This is an optimization exercise on Yosys and OpenROAD, whose aim is small area, a short achievable clock period and few clock cycles per item, not a production implementation. The RTL was checked by simulation tests, not by an equivalence proof against the original design. No activity file was given, so power comes from the tool's default toggle rates.

==> inputs of build 91 <==
==> flow/design.v <==
package exe_pkg;
   localparam logic [7:0] OP_LV      = 8'h10;
   localparam logic [7:0] OP_SV      = 8'h11;
   localparam logic [7:0] OP_MTC1    = 8'h20;
   localparam logic [7:0] OP_MFC1    = 8'h21;
   localparam logic [7:0] OP_MOV_IMM = 8'h30;
   localparam int E_DVAL  = 0;     
   localparam int E_SMEM  = 32;    
   localparam int E_SSV   = 33;    
   localparam int E_SMTC1 = 34;    
   localparam int E_SWEN  = 35;    
   localparam int E_SWVL  = 36;    
   localparam int E_SVREG = 37;    
   localparam int E_SWIDX = 42;    
   localparam int E_SPLIT = 46;    
   localparam int E_NMEM  = 47;    
   localparam int E_NSV   = 48;
   localparam int E_NMTC1 = 49;
   localparam int E_NWEN  = 50;    
   localparam int E_NVREG = 51;    
   localparam int E_NRIDX = 56;    
   localparam int E_SRSEL = 60;    
   localparam int E_W     = 76;
endpackage
`timescale 1ns/1ps
module opcode_fifo (
   input  logic        clk,
   input  logic        reset,
   input  logic        push,
   input  logic [exe_pkg::E_W-1:0] push_data,
   input  logic        step,
   input  logic        skid_full_next,
   output logic [exe_pkg::E_W-1:0] head,
   output logic        head_valid,
   output logic        full
);
   logic [exe_pkg::E_W-1:0] e0;
   logic v0;
   logic pop, adv;
   logic v0_next, split_next, wait_next;
   assign head       = e0;
   assign head_valid = v0;
   assign pop = step && !e0[exe_pkg::E_SPLIT];
   assign adv = step && e0[exe_pkg::E_SPLIT];
   assign v0_next = push || (v0 && !pop);
   always_comb begin
      if (push) begin
         split_next = push_data[exe_pkg::E_SPLIT];
         wait_next   = push_data[exe_pkg::E_SMEM] || push_data[exe_pkg::E_SMTC1];
      end else if (adv) begin
         split_next = 1'b0;
         wait_next   = e0[exe_pkg::E_NMEM] || e0[exe_pkg::E_NMTC1];
      end else begin
         split_next = e0[exe_pkg::E_SPLIT];
         wait_next   = e0[exe_pkg::E_SMEM] || e0[exe_pkg::E_SMTC1];
      end
   end
   always_ff @(posedge clk or negedge reset) begin
      if (!reset) begin
         v0   <= 1'b0;
         full <= 1'b0;
      end else begin
         v0   <= v0_next;
         full <= v0_next && (split_next || (wait_next && skid_full_next));
      end
   end
   always_ff @(posedge clk) begin
      if (push) begin
         e0 <= push_data;
      end else if (adv) begin
         e0[exe_pkg::E_SMEM]       <= e0[exe_pkg::E_NMEM];
         e0[exe_pkg::E_SSV]        <= e0[exe_pkg::E_NSV];
         e0[exe_pkg::E_SMTC1]      <= e0[exe_pkg::E_NMTC1];
         e0[exe_pkg::E_SWEN]       <= e0[exe_pkg::E_NWEN];
         e0[exe_pkg::E_SWVL]       <= 1'b1;
         e0[exe_pkg::E_SVREG +: 5] <= e0[exe_pkg::E_NVREG +: 5];
         e0[exe_pkg::E_SRSEL +: 16] <= 16'b1 << e0[exe_pkg::E_NRIDX +: 4];
         e0[exe_pkg::E_SWIDX +: 4] <= e0[exe_pkg::E_NVREG +: 4];
         e0[exe_pkg::E_SPLIT]      <= 1'b0;
      end
   end
endmodule
`timescale 1ns/1ps
module instr_decode (
   input  logic [31:0] w0,
   input  logic [31:0] w1,
   input  logic        pend,
   input  logic [3:0]  pend_dst,
   output logic [exe_pkg::E_W-1:0] entry,
   output logic        pend_next,
   output logic [3:0]  pend_dst_next
);
   logic [7:0] op0, op1;
   logic lvsv0, mtc1_0, mfc1_0, movi0, rd0;
   logic lvsv1, mtc1_1, mfc1_1, movi1, rd1;
   logic dep_p, dep_n;
   logic split_p, split_n;
   assign op0 = w0[31:24];
   assign op1 = w1[31:24];
   assign lvsv0  = (op0[7:1] == exe_pkg::OP_LV[7:1]);
   assign mtc1_0 = (op0 == exe_pkg::OP_MTC1);
   assign mfc1_0 = (op0 == exe_pkg::OP_MFC1);
   assign movi0  = (op0 == exe_pkg::OP_MOV_IMM);
   assign rd0    = lvsv0 || mtc1_0;
   assign lvsv1  = (op1[7:1] == exe_pkg::OP_LV[7:1]);
   assign mtc1_1 = (op1 == exe_pkg::OP_MTC1);
   assign mfc1_1 = (op1 == exe_pkg::OP_MFC1);
   assign movi1  = (op1 == exe_pkg::OP_MOV_IMM);
   assign rd1    = lvsv1 || mtc1_1;
   assign dep_p = (pend_dst == w1[11:8]);
   assign dep_n = (w0[19:16] == w1[11:8]);
   assign split_p = mfc1_1 || (rd1 && dep_p);
   assign split_n = (rd0 && rd1) || (mfc1_0 && mfc1_1) || (mtc1_0 && (lvsv1 || mfc1_1)) ||
                    (rd1 && mfc1_0 && dep_n);
   assign pend_next     = (pend || !movi0) && movi1;
   assign pend_dst_next = w1[19:16];
   always_comb begin
      entry = '0;
      entry[exe_pkg::E_NMEM]       = lvsv1;
      entry[exe_pkg::E_NSV]        = op1[0];
      entry[exe_pkg::E_NMTC1]      = mtc1_1;
      entry[exe_pkg::E_NWEN]       = mfc1_1;
      entry[exe_pkg::E_NVREG +: 5] = w1[20:16];
      entry[exe_pkg::E_NRIDX +: 4] = w1[11:8];
      if (pend) begin
         entry[exe_pkg::E_DVAL +: 32]  = w0;
         entry[exe_pkg::E_SMEM]        = lvsv1 && !dep_p;
         entry[exe_pkg::E_SSV]         = op1[0];
         entry[exe_pkg::E_SMTC1]       = mtc1_1 && !dep_p;
         entry[exe_pkg::E_SWEN]        = 1'b1;
         entry[exe_pkg::E_SWVL]        = 1'b0;
         entry[exe_pkg::E_SVREG +: 5]  = w1[20:16];
         entry[exe_pkg::E_SRSEL +: 16] = 16'b1 << w1[11:8];
         entry[exe_pkg::E_SWIDX +: 4]  = pend_dst;
         entry[exe_pkg::E_SPLIT]       = split_p;
      end else if (movi0) begin
         entry[exe_pkg::E_DVAL +: 32]  = w1;
         entry[exe_pkg::E_SMEM]        = 1'b0;
         entry[exe_pkg::E_SSV]         = op1[0];
         entry[exe_pkg::E_SMTC1]       = 1'b0;
         entry[exe_pkg::E_SWEN]        = 1'b1;
         entry[exe_pkg::E_SWVL]        = 1'b0;
         entry[exe_pkg::E_SVREG +: 5]  = w1[20:16];
         entry[exe_pkg::E_SRSEL +: 16] = 16'b1 << w1[11:8];
         entry[exe_pkg::E_SWIDX +: 4]  = w0[19:16];
         entry[exe_pkg::E_SPLIT]       = 1'b0;
      end else begin
         entry[exe_pkg::E_DVAL +: 32]  = w1;
         entry[exe_pkg::E_SMEM]        = lvsv0 || (lvsv1 && !mtc1_0 && !(mfc1_0 && dep_n));
         entry[exe_pkg::E_SSV]         = lvsv0 ? op0[0] : op1[0];
         entry[exe_pkg::E_SMTC1]       = mtc1_0 || (mtc1_1 && !rd0 && !(mfc1_0 && dep_n));
         entry[exe_pkg::E_SWEN]        = mfc1_0 || (mfc1_1 && !mtc1_0);
         entry[exe_pkg::E_SWVL]        = 1'b1;
         entry[exe_pkg::E_SVREG +: 5]  = lvsv0 ? w0[20:16] : w1[20:16];
         entry[exe_pkg::E_SRSEL +: 16] = 16'b1 << (rd0 ? w0[11:8] : w1[11:8]);
         entry[exe_pkg::E_SWIDX +: 4]  = mfc1_0 ? w0[19:16] : w1[19:16];
         entry[exe_pkg::E_SPLIT]       = split_n;
      end
   end
endmodule
`timescale 1ns/1ps
module scalar_regfile (
   input  logic        clk,
   input  logic        reset,
   input  logic [15:0] rd_sel,
   output logic [31:0] rd_data,
   input  logic        wr_en,
   input  logic [3:0]  wr_idx,
   input  logic [31:0] wr_data
);
   logic [31:0] regs [16];
   logic [15:0] written;
   always_comb begin
      rd_data = 32'h0;
      for (int i = 0; i < 16; i++) begin
         rd_data = rd_data | (regs[i] & {32{rd_sel[i] && written[i]}});
      end
   end
   always_ff @(posedge clk or negedge reset) begin
      if (!reset) begin
         written <= '0;
      end else if (wr_en) begin
         written[wr_idx] <= 1'b1;
      end
   end
   always_ff @(posedge clk) begin
      if (wr_en) begin
         regs[wr_idx] <= wr_data;
      end
   end
endmodule
`timescale 1ns/1ps
module exe_control (
   input  logic        clk,
   input  logic        reset,
   input  logic [exe_pkg::E_W-1:0] head,
   input  logic        head_valid,
   output logic        step,
   output logic        skid_full_next,
   output logic [15:0] rd_sel,
   input  logic [31:0] rd_data,
   output logic        wr_en,
   output logic [3:0]  wr_idx,
   output logic [31:0] wr_data,
   input  logic        ls_busy,
   output logic        ls_req_valid,
   output logic        ls_req_write,
   output logic [4:0]  ls_req_vreg,
   output logic [31:0] ls_req_addr,
   output logic [31:0] ls_req_length
);
   logic [31:0] vec_len;
   logic        s_mem;
   logic        accept;
   logic        new_req;
   logic        out_load;
   logic        skid_load;
   logic        sk_valid;
   logic        sk_write;
   logic [4:0]  sk_vreg;
   logic [31:0] sk_addr;
   assign s_mem   = head[exe_pkg::E_SMEM];
   assign accept  = ls_req_valid && !ls_busy;
   assign step    = head_valid &&
                    (!(s_mem || head[exe_pkg::E_SMTC1]) || !sk_valid || accept);
   assign new_req = step && s_mem;
   assign rd_sel  = head[exe_pkg::E_SRSEL +: 16];
   assign wr_en   = step && head[exe_pkg::E_SWEN];
   assign wr_idx  = head[exe_pkg::E_SWIDX +: 4];
   assign wr_data = head[exe_pkg::E_SWVL] ? vec_len : head[exe_pkg::E_DVAL +: 32];
   assign out_load  = (!ls_req_valid || accept) && (sk_valid || new_req);
   assign skid_load = new_req && ls_req_valid && (sk_valid || !accept);
   assign skid_full_next = (sk_valid && !accept) || skid_load;
   always_ff @(posedge clk or negedge reset) begin
      if (!reset) begin
         vec_len      <= '0;
         ls_req_valid <= 1'b0;
         sk_valid     <= 1'b0;
      end else begin
         if (step && head[exe_pkg::E_SMTC1]) begin
            vec_len <= rd_data;
         end
         ls_req_valid <= (ls_req_valid && !accept) || sk_valid || new_req;
         sk_valid     <= skid_full_next;
      end
   end
   always_ff @(posedge clk) begin
      if (out_load) begin
         if (sk_valid) begin
            ls_req_write  <= sk_write;
            ls_req_vreg   <= sk_vreg;
            ls_req_addr   <= sk_addr;
         end else begin
            ls_req_write  <= head[exe_pkg::E_SSV];
            ls_req_vreg   <= head[exe_pkg::E_SVREG +: 5];
            ls_req_addr   <= rd_data;
         end
         ls_req_length <= vec_len;
      end
      if (skid_load) begin
         sk_write  <= head[exe_pkg::E_SSV];
         sk_vreg   <= head[exe_pkg::E_SVREG +: 5];
         sk_addr   <= rd_data;
      end
   end
endmodule
`timescale 1ns/1ps
module vector_exe_unit (
   input  logic        clk,
   input  logic        reset,
   input  logic        opcode_vld,
   input  logic [31:0] opcode0,
   input  logic [31:0] opcode1,
   input  logic        ls_busy,
   output logic        inst_buff_full,
   output logic        ls_req_valid,
   output logic        ls_req_write,
   output logic [4:0]  ls_req_vreg,
   output logic [31:0] ls_req_addr,
   output logic [31:0] ls_req_length
);
   logic        pend;
   logic [3:0]  pend_dst;
   logic        pend_next;
   logic [3:0]  pend_dst_next;
   logic [exe_pkg::E_W-1:0] entry;
   logic [exe_pkg::E_W-1:0] head;
   logic        head_valid;
   logic        push;
   logic        step;
   logic        skid_full_next;
   logic [15:0] rd_sel;
   logic [31:0] rd_data;
   logic        wr_en;
   logic [3:0]  wr_idx;
   logic [31:0] wr_data;
   assign push = opcode_vld && !inst_buff_full;
   always_ff @(posedge clk or negedge reset) begin
      if (!reset) begin
         pend <= 1'b0;
      end else if (push) begin
         pend <= pend_next;
      end
   end
   always_ff @(posedge clk) begin
      if (push) begin
         pend_dst <= pend_dst_next;
      end
   end
   instr_decode decoder (.w0(opcode0), .w1(opcode1), .pend(pend), .pend_dst(pend_dst),
      .entry(entry), .pend_next(pend_next), .pend_dst_next(pend_dst_next));
   opcode_fifo buffer (.clk(clk), .reset(reset), .push(push), .push_data(entry),
      .step(step), .skid_full_next(skid_full_next), .head(head), .head_valid(head_valid), .full(inst_buff_full));
   scalar_regfile sregs (.clk(clk), .reset(reset), .rd_sel(rd_sel), .rd_data(rd_data),
      .wr_en(wr_en), .wr_idx(wr_idx), .wr_data(wr_data));
   exe_control executor (.clk(clk), .reset(reset), .head(head), .head_valid(head_valid),
      .step(step), .skid_full_next(skid_full_next), .rd_sel(rd_sel), .rd_data(rd_data), .wr_en(wr_en), .wr_idx(wr_idx),
      .wr_data(wr_data), .ls_busy(ls_busy), .ls_req_valid(ls_req_valid),
      .ls_req_write(ls_req_write), .ls_req_vreg(ls_req_vreg), .ls_req_addr(ls_req_addr),
      .ls_req_length(ls_req_length));
endmodule
==> flow/run.sh <==
#!/bin/bash
# synth_recipe.tcl (not shown) runs the flow's synth.tcl, then flattens the netlist and writes it again
# the make line also repeats each setting of config.mk as NAME=value (left out here)
make -C /OpenROAD-flow-scripts/flow DESIGN_CONFIG=/design/flow/config.mk WORK_HOME=/design/flow/orfs CLKGATE_MAP_FILE= SYNTH_SCRIPT=/design/flow/synth_recipe.tcl finish
==> flow/config.mk <==
export PLATFORM = sky130hd
export DESIGN_NAME = vector_exe_unit
export DESIGN_NICKNAME = vector_exe_unit
export VERILOG_FILES = /design/flow/design.v
export SDC_FILE = /design/flow/constraint.sdc
export NUM_CORES = 4
export LEC_CHECK = 0
export CAP_MARGIN = 20
export CORE_MARGIN = 2
export CORE_UTILIZATION = 40
export CTS_CLUSTER_DIAMETER = 70
export CTS_CLUSTER_SIZE = 30
export SETUP_SLACK_MARGIN = 2.0
export SLEW_MARGIN = 20
==> flow/constraint.sdc <==
create_clock -name core_clock -period 4.0 [get_ports {clk}]
set_input_delay 0.8000 -clock core_clock [delete_from_list [all_inputs] [get_ports {clk}]]
set_output_delay 0.8000 -clock core_clock [all_outputs]
set_load 0.01 [all_outputs]
==> inputs of build 72, as changes to build 91 <==
==> flow/design.v, changed modules only <==
module opcode_fifo (
   input  logic        clk,
   input  logic        reset,
   input  logic        push,
   input  logic [exe_pkg::E_W-1:0] push_data,
   input  logic        step,
   input  logic        skid_full_next,
   output logic [exe_pkg::E_W-1:0] head,
   output logic        head_valid,
   output logic        full
);
   logic [exe_pkg::E_W-1:0] e0;
   logic v0;
   logic pop, adv;
   logic v0_next, split_next, mem_next;
   assign head       = e0;
   assign head_valid = v0;
   assign pop = step && !e0[exe_pkg::E_SPLIT];
   assign adv = step && e0[exe_pkg::E_SPLIT];
   assign v0_next = push || (v0 && !pop);
   always_comb begin
      if (push) begin
         split_next = push_data[exe_pkg::E_SPLIT];
         mem_next   = push_data[exe_pkg::E_SMEM];
      end else if (adv) begin
         split_next = 1'b0;
         mem_next   = e0[exe_pkg::E_NMEM];
      end else begin
         split_next = e0[exe_pkg::E_SPLIT];
         mem_next   = e0[exe_pkg::E_SMEM];
      end
   end
   always_ff @(posedge clk or negedge reset) begin
      if (!reset) begin
         v0   <= 1'b0;
         full <= 1'b0;
      end else begin
         v0   <= v0_next;
         full <= v0_next && (split_next || (mem_next && skid_full_next));
      end
   end
   always_ff @(posedge clk) begin
      if (push) begin
         e0 <= push_data;
      end else if (adv) begin
         e0[exe_pkg::E_SMEM]       <= e0[exe_pkg::E_NMEM];
         e0[exe_pkg::E_SSV]        <= e0[exe_pkg::E_NSV];
         e0[exe_pkg::E_SMTC1]      <= e0[exe_pkg::E_NMTC1];
         e0[exe_pkg::E_SWEN]       <= e0[exe_pkg::E_NWEN];
         e0[exe_pkg::E_SWVL]       <= 1'b1;
         e0[exe_pkg::E_SVREG +: 5] <= e0[exe_pkg::E_NVREG +: 5];
         e0[exe_pkg::E_SRSEL +: 16] <= 16'b1 << e0[exe_pkg::E_NRIDX +: 4];
         e0[exe_pkg::E_SWIDX +: 4] <= e0[exe_pkg::E_NVREG +: 4];
         e0[exe_pkg::E_SPLIT]      <= 1'b0;
      end
   end
endmodule
module exe_control (
   input  logic        clk,
   input  logic        reset,
   input  logic [exe_pkg::E_W-1:0] head,
   input  logic        head_valid,
   output logic        step,
   output logic        skid_full_next,
   output logic [15:0] rd_sel,
   input  logic [31:0] rd_data,
   output logic        wr_en,
   output logic [3:0]  wr_idx,
   output logic [31:0] wr_data,
   input  logic        ls_busy,
   output logic        ls_req_valid,
   output logic        ls_req_write,
   output logic [4:0]  ls_req_vreg,
   output logic [31:0] ls_req_addr,
   output logic [31:0] ls_req_length
);
   logic [31:0] vec_len;
   logic        s_mem;
   logic        accept;
   logic        new_req;
   logic        out_load;
   logic        skid_load;
   logic        sk_valid;
   logic        sk_write;
   logic [4:0]  sk_vreg;
   logic [31:0] sk_addr;
   logic [31:0] sk_length;
   assign s_mem   = head[exe_pkg::E_SMEM];
   assign accept  = ls_req_valid && !ls_busy;
   assign step    = head_valid && (!s_mem || !sk_valid || accept);
   assign new_req = step && s_mem;
   assign rd_sel  = head[exe_pkg::E_SRSEL +: 16];
   assign wr_en   = step && head[exe_pkg::E_SWEN];
   assign wr_idx  = head[exe_pkg::E_SWIDX +: 4];
   assign wr_data = head[exe_pkg::E_SWVL] ? vec_len : head[exe_pkg::E_DVAL +: 32];
   assign out_load  = (!ls_req_valid || accept) && (sk_valid || new_req);
   assign skid_load = new_req && ls_req_valid && (sk_valid || !accept);
   assign skid_full_next = (sk_valid && !accept) || skid_load;
   always_ff @(posedge clk or negedge reset) begin
      if (!reset) begin
         vec_len      <= '0;
         ls_req_valid <= 1'b0;
         sk_valid     <= 1'b0;
      end else begin
         if (step && head[exe_pkg::E_SMTC1]) begin
            vec_len <= rd_data;
         end
         ls_req_valid <= (ls_req_valid && !accept) || sk_valid || new_req;
         sk_valid     <= skid_full_next;
      end
   end
   always_ff @(posedge clk) begin
      if (out_load) begin
         if (sk_valid) begin
            ls_req_write  <= sk_write;
            ls_req_vreg   <= sk_vreg;
            ls_req_addr   <= sk_addr;
            ls_req_length <= sk_length;
         end else begin
            ls_req_write  <= head[exe_pkg::E_SSV];
            ls_req_vreg   <= head[exe_pkg::E_SVREG +: 5];
            ls_req_addr   <= rd_data;
            ls_req_length <= vec_len;
         end
      end
      if (skid_load) begin
         sk_write  <= head[exe_pkg::E_SSV];
         sk_vreg   <= head[exe_pkg::E_SVREG +: 5];
         sk_addr   <= rd_data;
         sk_length <= vec_len;
      end
   end
endmodule
ABC_AREA = 1   (was default)
CTS_CLUSTER_DIAMETER = 90   (was 70)
==> run summary <==
- In build 91 the routed wire length is higher than in build 72, by 11%.
- Against build 91, the register-to-register slack of build 72 is lower by 0.06 ns.
- Against build 72, the final cell count of build 91 is lower by 18%.
- Of build 72 and build 91, build 72 has the higher die area (gap 6.6%, measured against build 91).
- Of build 91 and build 72, build 72 has the higher sequential power (gap about 8%, measured against build 72).
Testbench counts of build 91, summed over its fixed seeds: cycles 18,098, items 19,384.
Testbench counts of build 72, summed over its fixed seeds: cycles 17,684, items 19,384.

-- what the ideal ports hide --
How much do the figures lean on ideal ports? The routed layouts below were timed once more, with nothing changed but the port constraints.
Step 1 sets driving cells, clkbuf_16 on the clock port and buf_2 on the other inputs (assumed; they add their load-dependent delay and slew).
Step 2 also shifts input and output timing later by t, the mid clock arrival at the registers, as if the neighbouring blocks saw the same clock.
Three values: ideal ports, drivers, drivers and shift; two values: the first two.
run	t (ns)	setup WS [ns]	worst setup path after step 2	worst register clock-pin slew, ns
build 91	0.657	1.695 / 1.702 / 1.044	input to register	0.12 / 0.12
build 72	0.679	1.813 / 1.813 / 1.426	input to register	0.12 / 0.12
After both steps setup and hold are still met in every run listed. For build 91, which loses most, drivers alone change the setup slack by +0.007 ns; drivers and shift together by -0.651 ns.
